This design comes from an exercise in tuning for small area, a short achievable clock period and few clock cycles per item on the open sky130 flow, not from production work.
At most, simulation tests tie the RTL to the original design; equivalence was not proved.
Power and IR drop assume default switching activity.

main:
// fir_decimator_top
module fir_decimator_top
(
	input wire logic clk,
	input wire logic resetn,
	input wire logic in_valid,
	input wire fir_pkg::sample_t data_in,
	input wire logic out_credit,
	output logic in_credit,
	output logic out_valid,
	output fir_pkg::sample_t data_out
);
clock: 6.5 ns
lec_check: 0
cap_margin: 20
core_margin: 2
core_utilization: 40
cts_buf_list: sky130_fd_sc_hd__clkbuf_8
setup_slack_margin: 4.25
slew_margin: 20
run.sh (not shown) runs the stock make flow with config.mk's settings and CLKGATE_MAP_FILE= SYNTH_SCRIPT=/design/flow/synth_recipe.tcl, a recipe that flattens the netlist after the stock synthesis.
main: PASS, flow complete, no timing, DRC or antenna violations
> inputs changed (main -> the feature branch)
- changing CTS_BUF_LIST from sky130_fd_sc_hd__clkbuf_8 to sky130_fd_sc_hd__clkbuf_4 sky130_fd_sc_hd__clkbuf_8
Findings:
- The feature branch went all the way through the flow, and no timing, DRC or antenna check failed.
- Per the comparison of the feature branch with main, part of the cycle the worst path needs shows no meaningful change; top achievable clock speed held; setup slack closely matched the old numbers.
- The feature branch and main ended up with roughly the same design area.
No run of this note included a check of the RTL's function; only the layout flow was run.


Another version of the RTL of fir_decimator_top (not shown whole).
For scale: roughly 850 cells after synthesis, roughly 150 flip-flops, ~16 I/O pins, about 0.0082 mm² of cells after synthesis.
clock: 6.5 ns
lec_check: 0
abc_area: 1
cap_margin: 20
core_margin: 2
core_utilization: 40
setup_slack_margin: 4.27
slew_margin: 20
tns_end_percent: 10
The starting point finished with timing, DRC and antenna clean.
Testbench counts at the start, summed over its fixed seeds: cycles 12,024, results 2,400.
Change:
Settings changed: SETUP_SLACK_MARGIN 4.27 to 4.32, TNS_END_PERCENT 10 to default.
=>
- final cell count came out higher by 0.43%
- non-clock buffer count came out higher by 4
- clock power came out higher by about 1%
- worst hold slack hardly moves
- synthesized area does not change
- core utilization came out higher by 0.77 points
- via count hardly moves
Change:
Settings changed: SETUP_SLACK_MARGIN 4.32 to 4.2.
The new run produced a clean layout.
Global-route usage hardly moves.
Total power went down by 0.94%.
Non-clock buffer count drops by 15.
Fmax is lower by 2.6%.
Combinational power barely changes.
Die area stays the same.
Synthesized cell count does not change.
Utilization fell by 1.1 points.
Hold slack hardly moves.
Change:
Settings changed: SETUP_SLACK_MARGIN 4.2 to 4.1.
The new run finished clean.
Core utilization went down by 0.20 points.
Synthesized cell count does not change.
Sequential share of layout area hardly moves.
Register-to-register slack degrades by 0.10 ns.
Area after synthesis is unchanged.
Total power drops by 1.7%.
Critical path depth is unchanged.
Setup slack gets worse by 0.12 ns.
Maximum frequency goes down by 5.1%.
Clock skew is about the same.
Cell area shrinks by 0.43%.


Setup of run E:
RTL: one of the versions met above, not the one the previous note started from.
For scale: ~150 flip-flops, roughly 8100 sq um of cells after synthesis.
export LEC_CHECK = 0
export CAP_MARGIN = 20
export CORE_MARGIN = 2
export CORE_UTILIZATION = 40
export SETUP_SLACK_MARGIN = 4.25
export SLEW_MARGIN = 20
create_clock -name core_clock -period 6.5 [get_ports {clk}]
diff inputs: run E => run A
Settings: swapping 4.25 for 4.35 in SETUP_SLACK_MARGIN; putting CTS_CLUSTER_DIAMETER at 100 where nothing was set; putting CTS_CLUSTER_SIZE at 50 where nothing was set.
--- outcome ---
Between run E and run A, core utilization decreased.
There was hardly any difference in final period utilization between run A and run E.
Comparing run E with run A, the multi-input gate count came out essentially unchanged.
Cmp run E and run A / global-route usage / lower: run A
Between run E and run A, sequential share of layout area increased.
Critical path depth came out exactly the same in run E and run A.
No functional check of the RTL was part of any run of this note.


fir_decimator_top, a different RTL version from the one above (not shown whole).
Size in the first run: roughly 690 cells after synthesis, about 150 flip-flops, roughly 16 I/O pins, roughly 7500 um^2 of cells after synthesis.
export LEC_CHECK = 0
export CAP_MARGIN = 20
export CORE_MARGIN = 2
export CORE_UTILIZATION = 40
export SETUP_SLACK_MARGIN = 4.23
export SLEW_MARGIN = 20
create_clock -name core_clock -period 6.5 [get_ports {clk}]
The first run completed with no timing, DRC or antenna violations.
Testbench counts at the start, summed over its fixed seeds: cycles 12,024, results 2,400.
Next try:
--- a/flow/config.mk
+++ b/flow/config.mk
@@ -10,3 +10,3 @@
 export CORE_UTILIZATION = 40
-export SETUP_SLACK_MARGIN = 4.23
+export SETUP_SLACK_MARGIN = 4.29
 export SLEW_MARGIN = 20
The changed run completed without violations. Wire length went up by about 1.1%. Worst setup slack gains 58 ps. Synthesized area is unchanged. Count of clock-buffer cells in the layout does not change. Final area went up by about 0.8%. Maximum frequency went up by 2.7%.


RTL: one of the versions met above, not the one the previous note started from.
Size in the first run: about 150 flip-flops, ~16 I/O pins.
## fir_decimator_top
module fir_decimator_top
(
	input wire logic clk,
	input wire logic resetn,
	input wire logic in_valid,
	input wire fir_pkg::sample_t data_in,
	input wire logic out_credit,
	output logic in_credit,
	output logic out_valid,
	output fir_pkg::sample_t data_out
);
clock: 6.5 ns
lec_check: 0
abc_area: 1
cap_margin: 20
core_margin: 2
core_utilization: 40
setup_slack_margin: 4.3
slew_margin: 20
Testbench counts at the start, summed over its fixed seeds: cycles 12,024, results 2,400.
Then changed:
Settings changed: SETUP_SLACK_MARGIN 4.3 to 4.27.
Die area stays the same. Final cell count falls slightly. Worst setup slack got worse by 0.019 ns. Hold slack barely changes. Critical path depth does not change. Clock power falls slightly. Fmax falls slightly. Routed wire length falls slightly.

-- port drivers added, routing unchanged --
Ports are ideal in the flow. The routed layouts listed here were re-timed in OpenROAD.
Step 1 (the two cells are an assumption about what drives the block):
set clk [get_ports {clk}]
set_driving_cell -lib_cell sky130_fd_sc_hd__clkbuf_16 $clk
set_driving_cell -lib_cell sky130_fd_sc_hd__buf_2 [delete_from_list [all_inputs] $clk]
Step 2 moves the port delays by t, midway between the first and last clock arrival at a register: inputs arrive t later, outputs are due t later. That takes back most of the time a late clock gives input paths.
Three values: ideal ports, drivers, drivers and shift; two values: the first two.
run | t (ns) | setup WS [ns] | worst setup path at the end
main | 0.495 | 4.209 / 4.172 / 3.860 | input to register
the feature branch | 0.495 | 4.208 / 4.171 / 3.860 | input to register
the first run of note 2 | 0.461 | 4.229 / 4.207 / 3.885 | input to register
the second run of note 2 | 0.465 | 4.311 / 4.266 / 4.027 | input to register
the third run of note 2 | 0.462 | 4.253 / 4.211 / 3.899 | input to register
the fourth run of note 2 | 0.466 | 4.133 / 4.089 / 3.716 | input to register
run E | 0.466 | 4.259 / 4.215 / 3.944 | input to register
run A | 0.468 | 4.255 / 4.213 / 3.977 | input to register
the first run of note 4 | 0.465 | 4.262 / 4.255 / 3.880 | input to register
the second run of note 4 | 0.463 | 4.320 / 4.278 / 3.948 | input to register
the first run of note 5 | 0.462 | 4.317 / 4.274 / 3.974 | input to register
the second run of note 5 | 0.470 | 4.298 / 4.255 / 3.916 | input to register
After both steps every run listed still meets setup and hold. The setup slack of the fourth run of note 2, which loses most, moves by -0.044 ns with the drivers and by -0.417 ns with both steps.
